Source: an optimization exercise on an open RTL-to-GDS flow (aim: small area, a short achievable clock period and few clock cycles). Production flows keep margins and buffers that such runs may drop. Only simulation tests tie the RTL to the original design; equivalence was not proved. Power is estimated from default activity; no workload was simulated.

`config.mk`:
```
export PLATFORM = sky130hd
export DESIGN_NAME = cpu_top
export DESIGN_NICKNAME = cpu_top
export VERILOG_FILES = /design/flow/design.v
export SDC_FILE = /design/flow/constraint.sdc
export NUM_CORES = 4
export LEC_CHECK = 0
export CAP_MARGIN = 20
export CORE_MARGIN = 2
export CORE_UTILIZATION = 40
export SLEW_MARGIN = 20
```
`constraint.sdc`:
```
create_clock -name core_clock -period 12.0 [get_ports {clk}]
set_input_delay 2.4000 -clock core_clock [delete_from_list [all_inputs] [get_ports {clk}]]
set_output_delay 2.4000 -clock core_clock [all_outputs]
set_load 0.01 [all_outputs]
```
`design.v`:
```
package cpu_pkg;
    typedef logic [16-1:0] addr_t;
    typedef logic [8-1:0] data_t;
    typedef logic [7:0] instr_t;
    typedef logic [3:0] flags_t;     
    localparam int FLAG_Z = 0;
    localparam int FLAG_C = 1;
    localparam int FLAG_N = 2;
    localparam int FLAG_V = 3;
    typedef enum logic [3:0] {
        ALU_ADD,  ALU_ADC, ALU_SUB, ALU_SBC,
        ALU_AND,  ALU_OR,  ALU_XOR, ALU_PASS,
        ALU_INC,  ALU_DEC, ALU_SHL, ALU_SHR,
        ALU_ROL,  ALU_ROR, ALU_NOT, ALU_CMP
    } alu_op_e;
    typedef enum logic [1:0] {
        ST_FETCH, ST_DECODE, ST_EXEC, ST_WB
    } ctrl_state_e;
    typedef enum logic [1:0] {
        REG_ZA, REG_B, REG_PL, REG_PH
    } reg_sel_e;
    typedef struct packed {
        logic     we_a;
        logic     we_b;
        logic     we_pl;         
        logic     we_ph;
        reg_sel_e src_sel;
        logic     wr_from_mem;   
        logic     we_flags;
    } dp_ctrl_t;
    typedef struct packed {
        logic ip_inc;
        logic swap_p;
        logic addr_dp;           
    } ptr_ctrl_t;
    typedef struct packed {
        addr_t addr;
        data_t data;
    } trace_t;
endpackage
`timescale 1ns/100ps
module cpu_control (
    input  logic      clk,
    input  logic      rst,
    input  logic      run,
    input  cpu_pkg::data_t     rdata,
    input  cpu_pkg::flags_t    flags,
    output cpu_pkg::dp_ctrl_t  dp_ctrl,
    output cpu_pkg::ptr_ctrl_t ptr_ctrl,
    output cpu_pkg::alu_op_e   alu_op,
    output logic      dir,
    output logic      mem_we,
    output logic      retire,
    output logic      store_valid
);
    cpu_pkg::ctrl_state_e state, state_nx;
    cpu_pkg::instr_t      ir;
    logic        is_alu, is_ld, is_ldi, is_st, is_jmp, is_cmp;
    logic        two_step;       
    logic        take;
    cpu_pkg::reg_sel_e    dst;
    cpu_pkg::reg_sel_e    wr_sel;
    logic        wr_en;
    assign is_alu   = ~ir[7];
    assign is_ld    = ir[7:4] == 4'b1000;
    assign is_ldi   = ir[7:4] == 4'b1010;
    assign is_st    = ir[7:4] == 4'b1011;
    assign is_jmp   = ir[7:6] == 2'b11;    
    assign is_cmp   = is_alu && (alu_op == cpu_pkg::ALU_CMP);
    assign two_step = is_ld | is_ldi;
    assign dst      = cpu_pkg::reg_sel_e'(ir[1:0]);
    assign take = ir[3] | (ir[2] ^ flags[ir[1:0]]);
    always_ff @(posedge clk or negedge rst) begin
        if (!rst) begin
            state <= cpu_pkg::ST_FETCH;
            ir    <= '0;
        end else begin
            state <= state_nx;
            if (state == cpu_pkg::ST_DECODE)
                ir <= rdata;       
        end
    end
    always_comb begin
        case (state)
            cpu_pkg::ST_FETCH:  state_nx = run ? cpu_pkg::ST_DECODE : cpu_pkg::ST_FETCH;
            cpu_pkg::ST_DECODE: state_nx = cpu_pkg::ST_EXEC;
            cpu_pkg::ST_EXEC:   state_nx = two_step ? cpu_pkg::ST_WB : cpu_pkg::ST_FETCH;
            default:   state_nx = cpu_pkg::ST_FETCH;
        endcase
    end
    assign alu_op      = cpu_pkg::alu_op_e'(ir[6:3]);
    assign dir         = ir[2];
    assign retire      = ((state == cpu_pkg::ST_EXEC) && !two_step) || (state == cpu_pkg::ST_WB);
    assign store_valid = (state == cpu_pkg::ST_EXEC) && is_st;
    assign mem_we      = store_valid;
    always_comb begin
        dp_ctrl         = '0;
        dp_ctrl.src_sel = dst;
        ptr_ctrl        = '0;
        wr_en           = 1'b0;
        wr_sel          = dst;
        case (state)
            cpu_pkg::ST_DECODE: begin
                ptr_ctrl.ip_inc = rdata[7:4] == 4'b1010;
            end
            cpu_pkg::ST_EXEC: begin
                ptr_ctrl.addr_dp = is_ld | is_st;
                if (is_jmp && take) begin
                    ptr_ctrl.swap_p = 1'b1;
                    dp_ctrl.we_pl   = 1'b1;    
                    dp_ctrl.we_ph   = 1'b1;
                end else if (!two_step) begin
                    ptr_ctrl.ip_inc = 1'b1;
                end
                if (is_st)
                    dp_ctrl.src_sel = ir[0] ? cpu_pkg::REG_B : cpu_pkg::REG_ZA;
                if (is_alu) begin
                    dp_ctrl.we_flags = 1'b1;
                    wr_en  = !is_cmp;          
                    wr_sel = dir ? dst : cpu_pkg::REG_ZA;
                end
            end
            cpu_pkg::ST_WB: begin
                ptr_ctrl.ip_inc     = 1'b1;
                dp_ctrl.wr_from_mem = 1'b1;
                wr_en               = 1'b1;
            end
            default: ;
        endcase
        dp_ctrl.we_a  = wr_en && (wr_sel == cpu_pkg::REG_ZA);
        dp_ctrl.we_b  = wr_en && (wr_sel == cpu_pkg::REG_B);
        dp_ctrl.we_pl = dp_ctrl.we_pl | (wr_en && (wr_sel == cpu_pkg::REG_PL));
        dp_ctrl.we_ph = dp_ctrl.we_ph | (wr_en && (wr_sel == cpu_pkg::REG_PH));
    end
endmodule
`timescale 1ns/100ps
module cpu_alu (
    input  cpu_pkg::alu_op_e op,
    input  cpu_pkg::data_t   x,
    input  cpu_pkg::data_t   y,
    input  logic    carry_in,
    output cpu_pkg::data_t   result,
    output cpu_pkg::flags_t  flags_out
);
    localparam int W = 8;
    logic [W:0] sum;         
    cpu_pkg::data_t      val;         
    logic       c, v;
    always_comb begin
        sum    = '0;
        val    = '0;
        c      = 1'b0;
        v      = 1'b0;
        result = '0;
        case (op)
            cpu_pkg::ALU_ADD, cpu_pkg::ALU_ADC: begin
                sum = {1'b0, x} + {1'b0, y} + {{W{1'b0}}, carry_in & (op == cpu_pkg::ALU_ADC)};
                c   = sum[W];
                v   = (x[W-1] == y[W-1]) && (sum[W-1] != x[W-1]);
                val = sum[W-1:0];
            end
            cpu_pkg::ALU_SUB, cpu_pkg::ALU_SBC, cpu_pkg::ALU_CMP: begin
                sum = {1'b0, x} - {1'b0, y} - {{W{1'b0}}, carry_in & (op == cpu_pkg::ALU_SBC)};
                c   = sum[W];              
                v   = (x[W-1] != y[W-1]) && (sum[W-1] != x[W-1]);
                val = sum[W-1:0];
            end
            cpu_pkg::ALU_INC: begin
                sum = {1'b0, x} + 1'b1;
                c   = sum[W];
                v   = ~x[W-1] & sum[W-1];
                val = sum[W-1:0];
            end
            cpu_pkg::ALU_DEC: begin
                sum = {1'b0, x} - 1'b1;
                c   = sum[W];
                v   = x[W-1] & ~sum[W-1];
                val = sum[W-1:0];
            end
            cpu_pkg::ALU_AND:  val = x & y;
            cpu_pkg::ALU_OR:   val = x | y;
            cpu_pkg::ALU_XOR:  val = x ^ y;
            cpu_pkg::ALU_PASS: val = y;                  
            cpu_pkg::ALU_NOT:  val = ~x;
            cpu_pkg::ALU_SHL:  begin val = {x[W-2:0], 1'b0};    c = x[W-1]; end
            cpu_pkg::ALU_SHR:  begin val = {1'b0, x[W-1:1]};    c = x[0];   end
            cpu_pkg::ALU_ROL:  begin val = {x[W-2:0], x[W-1]};  c = x[W-1]; end
            cpu_pkg::ALU_ROR:  begin val = {x[0], x[W-1:1]};    c = x[0];   end
            default: ;
        endcase
        result = (op == cpu_pkg::ALU_CMP) ? x : val;    
        flags_out         = '0;
        flags_out[cpu_pkg::FLAG_Z] = val == '0;
        flags_out[cpu_pkg::FLAG_C] = c;
        flags_out[cpu_pkg::FLAG_N] = val[W-1];
        flags_out[cpu_pkg::FLAG_V] = v;
    end
endmodule
`timescale 1ns/100ps
module cpu_regs (
    input  logic     clk,
    input  logic     rst,
    input  cpu_pkg::dp_ctrl_t ctrl,
    input  logic     dir,
    input  cpu_pkg::data_t    mem_data,
    input  cpu_pkg::data_t    alu_result,
    input  cpu_pkg::flags_t   alu_flags,
    input  cpu_pkg::addr_t    ip,           
    output cpu_pkg::data_t    alu_x,
    output cpu_pkg::data_t    alu_y,
    output cpu_pkg::data_t    store_data,
    output cpu_pkg::flags_t   flags,
    output cpu_pkg::addr_t    dp
);
    cpu_pkg::data_t a, b, pl, ph;
    cpu_pkg::data_t sel_val;
    cpu_pkg::data_t wr_data;
    logic  pair_wr;
    always_comb begin
        case (ctrl.src_sel)
            cpu_pkg::REG_B:   sel_val = b;
            cpu_pkg::REG_PL:  sel_val = pl;
            cpu_pkg::REG_PH:  sel_val = ph;
            default: sel_val = '0;    
        endcase
    end
    assign alu_x      = dir ? sel_val : a;
    assign alu_y      = dir ? a : sel_val;
    assign store_data = (ctrl.src_sel == cpu_pkg::REG_B) ? b : a;
    assign wr_data    = ctrl.wr_from_mem ? mem_data : alu_result;
    assign pair_wr    = ctrl.we_pl & ctrl.we_ph & ~ctrl.wr_from_mem;
    assign dp         = {ph, pl};
    always_ff @(posedge clk or negedge rst) begin
        if (!rst) begin
            a     <= '0;
            b     <= '0;
            pl    <= '0;
            ph    <= '0;
            flags <= '0;
        end else begin
            if (ctrl.we_a) a <= wr_data;
            if (ctrl.we_b) b <= wr_data;
            if (pair_wr) begin
                {ph, pl} <= ip;       
            end else begin
                if (ctrl.we_pl) pl <= wr_data;
                if (ctrl.we_ph) ph <= wr_data;
            end
            if (ctrl.we_flags) flags <= alu_flags;
        end
    end
endmodule
`timescale 1ns/100ps
module cpu_pointers (
    input  logic      clk,
    input  logic      rst,
    input  cpu_pkg::ptr_ctrl_t ctrl,
    input  cpu_pkg::addr_t     dp,
    output cpu_pkg::addr_t     addr,
    output cpu_pkg::addr_t     ip
);
    cpu_pkg::addr_t ip_nx;
    always_comb begin
        ip_nx = ip;
        if (ctrl.swap_p)
            ip_nx = dp;
        else if (ctrl.ip_inc)
            ip_nx = ip + 1'b1;
    end
    always_ff @(posedge clk or negedge rst) begin
        if (!rst)
            ip <= '0;        
        else
            ip <= ip_nx;
    end
    assign addr = ctrl.addr_dp ? dp : ip;    
endmodule
`timescale 1ns/100ps
module cpu_memory (
    input  logic  clk,
    input  logic  run,
    input  cpu_pkg::addr_t addr,
    input  logic  we,
    input  cpu_pkg::data_t wdata,
    input  logic  prog_we,
    input  cpu_pkg::addr_t prog_addr,
    input  cpu_pkg::data_t prog_data,
    output cpu_pkg::data_t rdata
);
    localparam int IDX_W = $clog2(256);
    cpu_pkg::data_t            ram [256];
    logic [IDX_W-1:0] idx;
    logic [IDX_W-1:0] prog_idx;
    logic             load_wr;
    assign idx      = addr[IDX_W-1:0];
    assign prog_idx = prog_addr[IDX_W-1:0];
    assign load_wr  = prog_we & ~run;    
    always_ff @(posedge clk) begin
        if (load_wr)
            ram[prog_idx] <= prog_data;
        else if (we)
            ram[idx] <= wdata;
        rdata <= ram[idx];   
    end
endmodule
`timescale 1ns/100ps
module cpu_top (
    input  logic   clk,
    input  logic   rst,
    input  logic   run,
    input  logic   prog_we,
    input  cpu_pkg::addr_t  prog_addr,
    input  cpu_pkg::data_t  prog_data,
    output logic   retire,
    output cpu_pkg::addr_t  retire_ip,
    output logic   store_valid,
    output cpu_pkg::trace_t store_trace
);
    cpu_pkg::dp_ctrl_t  dp_ctrl;
    cpu_pkg::ptr_ctrl_t ptr_ctrl;
    cpu_pkg::alu_op_e   alu_op;
    logic      dir;
    logic      mem_we;
    logic      retire_d;
    cpu_pkg::flags_t    flags, alu_flags;
    cpu_pkg::data_t     alu_x, alu_y, alu_result;
    cpu_pkg::data_t     store_data, rdata;
    cpu_pkg::addr_t     dp, ip, addr;
    cpu_control u_control (
        .clk         (clk),
        .rst         (rst),
        .run         (run),
        .rdata       (rdata),
        .flags       (flags),
        .dp_ctrl     (dp_ctrl),
        .ptr_ctrl    (ptr_ctrl),
        .alu_op      (alu_op),
        .dir         (dir),
        .mem_we      (mem_we),
        .retire      (retire),
        .store_valid (store_valid)
    );
    cpu_alu u_alu (
        .op        (alu_op),
        .x         (alu_x),
        .y         (alu_y),
        .carry_in  (flags[cpu_pkg::FLAG_C]),
        .result    (alu_result),
        .flags_out (alu_flags)
    );
    cpu_regs u_regs (
        .clk        (clk),
        .rst        (rst),
        .ctrl       (dp_ctrl),
        .dir        (dir),
        .mem_data   (rdata),
        .alu_result (alu_result),
        .alu_flags  (alu_flags),
        .ip         (ip),
        .alu_x      (alu_x),
        .alu_y      (alu_y),
        .store_data (store_data),
        .flags      (flags),
        .dp         (dp)
    );
    cpu_pointers u_pointers (
        .clk  (clk),
        .rst  (rst),
        .ctrl (ptr_ctrl),
        .dp   (dp),
        .addr (addr),
        .ip   (ip)
    );
    cpu_memory u_memory (
        .clk       (clk),
        .run       (run),
        .addr      (addr),
        .we        (mem_we),
        .wdata     (store_data),
        .prog_we   (prog_we),
        .prog_addr (prog_addr),
        .prog_data (prog_data),
        .rdata     (rdata)
    );
    always_ff @(posedge clk or negedge rst) begin
        if (!rst) begin
            retire_d  <= 1'b0;
            retire_ip <= '0;
        end else begin
            retire_d <= retire;
            if (retire_d)
                retire_ip <= ip;    
        end
    end
    assign store_trace.addr = addr;         
    assign store_trace.data = store_data;
endmodule
```
`run.sh`:
```
#!/bin/bash
# synth_recipe.tcl (not shown) runs the flow's synth.tcl, then flattens the netlist and writes it again
# the make line also repeats each setting of config.mk as NAME=value (left out here)
make -C /OpenROAD-flow-scripts/flow DESIGN_CONFIG=/design/flow/config.mk WORK_HOME=/design/flow/orfs CLKGATE_MAP_FILE= SYNTH_SCRIPT=/design/flow/synth_recipe.tcl finish
```
==> flow_summary.json <==
{
  "reg2reg_slack_ns": 5.37,
  "p_leak_nw": 32.5,
  "ios": 70,
  "crit_type": "reg -> out",
  "r2r_cells": 14,
  "worstReg2RegStart": "u_control.ir[4]",
  "ys_ff_latch": 2135,
  "track_usage_pct": 21.1,
  "fin_ws_ns": 4.38,
  "port_buffers": 61,
  "grt_pass1_wl_mm": 356,
  "cts_setup_buffers": 0,
  "clk-insertion-delay-late_ns": 0.86,
  "placed_area_sq_um": 91300,
  "synthDistinctLibCells": 92,
  "final_area_sq_um": 98000,
  "num-nets-final": 6716,
  "p_total_mw": 23.6,
  "finalSetupViolations": 0,
  "vias_per_cell": 5.75,
  "antenna_found_initial": 7,
  "synth-main-ff-cell": "edfxtp_1",
  "end_kind": "primary output",
  "powerDensity_nw_per_um2": 241,
  "crit_slowest_cell": "and4bb_1",
  "drt_iter0_drc": 6908,
  "drv_slew": 0,
  "fmaxAchievable_mhz": 131,
  "yosys_warnings": 6,
  "worst_pin_slew_ns": 1.23,
  "fin_skew_ns": 0.0391,
  "drt-total-wl_mm": 242,
  "rsz0062_at_grt": "false",
  "route.vias.total": 55800,
  "dr.pass1.iters": 6,
  "postCtsHoldBufs": 0,
  "coreArea_sq_um": 220000,
  "start_kind": "flop",
  "pre_cts_ws_ns": 5.10,
  "syn_area_per_cell_sq_um": 13.1,
  "slew_headroom_pct": 18.1,
  "cp_max_fo": 94,
  "syn2layout_area_growth_pct": 11.0,
  "die_area_sq_um": 225000,
  "ys_async_sr_fraction_pct": 3.70,
  "holdCritPathClass": "reg -> reg",
  "grt_pass1_vias": 53400,
  "status": "finished clean",
  "drc": 0,
  "max_stage_delay_ns": 0.76,
  "ys_seq_area_share_pct": 72.1,
  "syn-cell-area_sq_um": 88300,
  "synth_edf_count": 2048,
  "crit_buf_inv": 4,
  "chipWidth_um": 474,
  "tns_ns": 0,
  "crit_arrival_ns": 5.22,
  "cts_resized": 0,
  "required_ns": 9.60,
  "num_rows": 172,
  "fin_crit_sh_pct": 63.5,
  "cp-endpoint": "store_trace[10]",
  "clk_pin_slew_worst_paths_ns": 0.07,
  "gp_congestion": 0.902,
  "numCtsBuffers": 211,
  "final_hold_viol_count": 0,
  "crit_chain": "and4bb_1 -> nand2_4 -> mux2i_4 -> buf_12 -> inv_2 -> buf_4 -> clkdlybuf4s50_1",
  "h-tree-depth": 4,
  "cp.depth": 7,
  "wl_per_cell_um": 24.9,
  "fillers": 19400,
  "clockBufferDepth": 3,
  "reg2reg_to": "u_memory.rdata[5]",
  "maxCapViolations": 0,
  "crit_start": "u_control.ir[6]",
  "die_h_um": 474,
  "synthesis.nets": 6831,
  "cts_tree": "built",
  "synthCells": 6766,
  "grt_max_degree": 176,
  "drive_above_1_share_pct": 7.53,
  "dp_hpwl_mm": 139,
  "overflow": 0,
  "cts_root_buffer": "clkbuf_16",
  "clock-sinks": 2135,
  "ir_drop_mv": 0.191,
  "fin_crit_ns": 7.62,
  "critical-path-top-delay-family": "buffers and inverters",
  "start_util_pct": 40.2,
  "postRouteAntennaNets": 0
}
-- stage by stage --
step           util [%]  std cells  hold slack [ns]
5_1_grt            44.6       9699            0.528
4_1_cts            44.6       9699            0.496
3_3_place_gp       41.6       9308            0.484
6_report           44.7       9704            0.490
3_5_place_dp       41.6       9309            0.483
2_1_floorplan         -       6766            0.433
-- worst min-delay path by stage --
| stage | startpoint | to | slack (ns) | depth (start not counted) |
|---|---|---|---|---|
| after floorplan | u_memory.rdata[3] | u_control.ir[3] | 0.43 | 2 |
| after global placement | u_regs.flags[2] | u_regs.flags[2] | 0.48 | 1 |
| after detailed placement | u_regs.flags[3] | u_regs.flags[3] | 0.48 | 2 |
| after CTS | u_regs.flags[3] | u_regs.flags[3] | 0.50 | 2 |
| after global routing | u_regs.flags[3] | u_regs.flags[3] | 0.53 | 2 |
| final | u_regs.flags[3] | u_regs.flags[3] | 0.49 | 2 |
-- area by class of cell --
cell class | count | area [sq um] | share of cell area, %
antenna | 5 | 12.5 | 0.0128
multi-input combinational | 4107 | 22500 | 22.9
timing repair buffer | 145 | 1390 | 1.42
inverter | 51 | 208 | 0.212
clock buffer | 269 | 5570 | 5.68
clock inverter | 121 | 1150 | 1.17
tap | 2871 | 3590 | 3.66
sequential | 2135 | 63600 | 64.9
-- flip-flops by register name, summed over array words and instances (netlist names) --
signal and cells:
retire_d 1, retire_ip 16, u_control.ir 8, u_control.state 2, u_memory.ram 2048, u_memory.rdata 8, u_pointers.ip 16, u_regs.a 8
u_regs.b 8, u_regs.flags 4, u_regs.ph 8, u_regs.pl 8
-- cell usage after synthesis, types with 9 or more instances --
master     count  area (sq um)
edfxtp_1    2048         61500
nand2_1     1765          6630
nand3_1      441          2210
nor2_1       327          1230
clkbuf_1     233           875
a31oi_1      168          1050
and3_1       164          1030
mux2i_1      163          1630
a311oi_1     160          1400
a32oi_1      153          1340
buf_2        137           686
nor3_1       136           681
nand4_1       89           557
dfrtp_1       79          1980
o21ai_0       61           305
buf_4         52           390
mux2_2        51           574
a21oi_1       48           240
a211oi_1      45           338
inv_1         39           146
ha_1          34           425
buf_1         32           120
o2111ai_1     26           228
o31ai_1       21           158
buf_6         19           214
xnor2_1       19           166
or3_1         17           106
nor2b_1       16           100
a22oi_1       15           113
nor4_1        12          75.1
o22ai_1       11          68.8
inv_2         10          37.5
a22o_1         9          78.8
nand3b_1       9          67.6
o21ai_1        9          45.0
-- cell usage in the layout, fill, tap and decap left out, types with 72 or more instances in the layout --
master and count:
a311oi_1 160, a31oi_1 168, a32oi_1 153, and3_1 164, buf_4 72, clkbuf_16 212, dfrtp_1 79, edfxtp_1 2048
mux2i_1 161, nand2_1 1752, nand3_1 441, nand4_1 89, nor2_1 325, nor3_1 135
-- routing by layer --
layer / global-route usage, % / vias to the layer above / routed length [um]
li1: - / 25100 / -
met5: 0 / - / 10
met4: 6.90 / 2 / 7500
met3: 3.65 / 346 / 19400
met2: 33.2 / 2269 / 112000
met1: 29.8 / 28100 / 103000
-- where the power goes --
part	total (mW)	switching, mW	internal (mW)
registers	8.63	0.296	8.34
clock network	6.47	2.86	3.61
logic	8.52	5.99	2.53
total	23.6	9.14	14.5
-- worst min-delay path: stages (launching register included) --
cell and delay [ns]:
dfrtp_1 0.35, nand2_1 0.05, o21ai_0 0.06
-- logic make-up after synthesis --
kind of cell | after synthesis | share of synthesized area (%)
AND/OR/NAND/NOR | 3015 | 14.7
flip-flops | 2135 | 72.1
AO/OA/AOI/OAI | 810 | 7.02
buffers and inverters | 524 | 2.81
multiplexers | 219 | 2.60
adder cells (fa/ha/maj) | 37 | 0.550
XOR/XNOR | 26 | 0.266
Testbench counts, summed over its fixed seeds: cycles 72,924.

[separate check: timing with driven ports]
In the flow no input, the clock included, has a driving cell. The finished layout below was timed again as built, in two steps.
Step 1: set_driving_cell puts a clkbuf_16 on clk and a buf_2 on each other input, an assumption about the parent block.
Step 2 also shifts input and output timing later by t, the mid clock arrival at the registers, as if the neighbouring blocks saw the same clock.
a / b / c = ideal ports / drivers / drivers and shift; a / b = the first two.
shift t [ns]: 0.931
setup slack, ns: 4.384 / 4.295 / 4.967
worst hold slack (ns): 0.490 / 0.490 / 0.490
worst slew at a driven data input, ns: 0.13
cell pins on the clock port's net: 1
After both steps this run still meets setup and hold. The setup slack of this run moves by -0.089 ns with the drivers and by +0.583 ns with both steps.
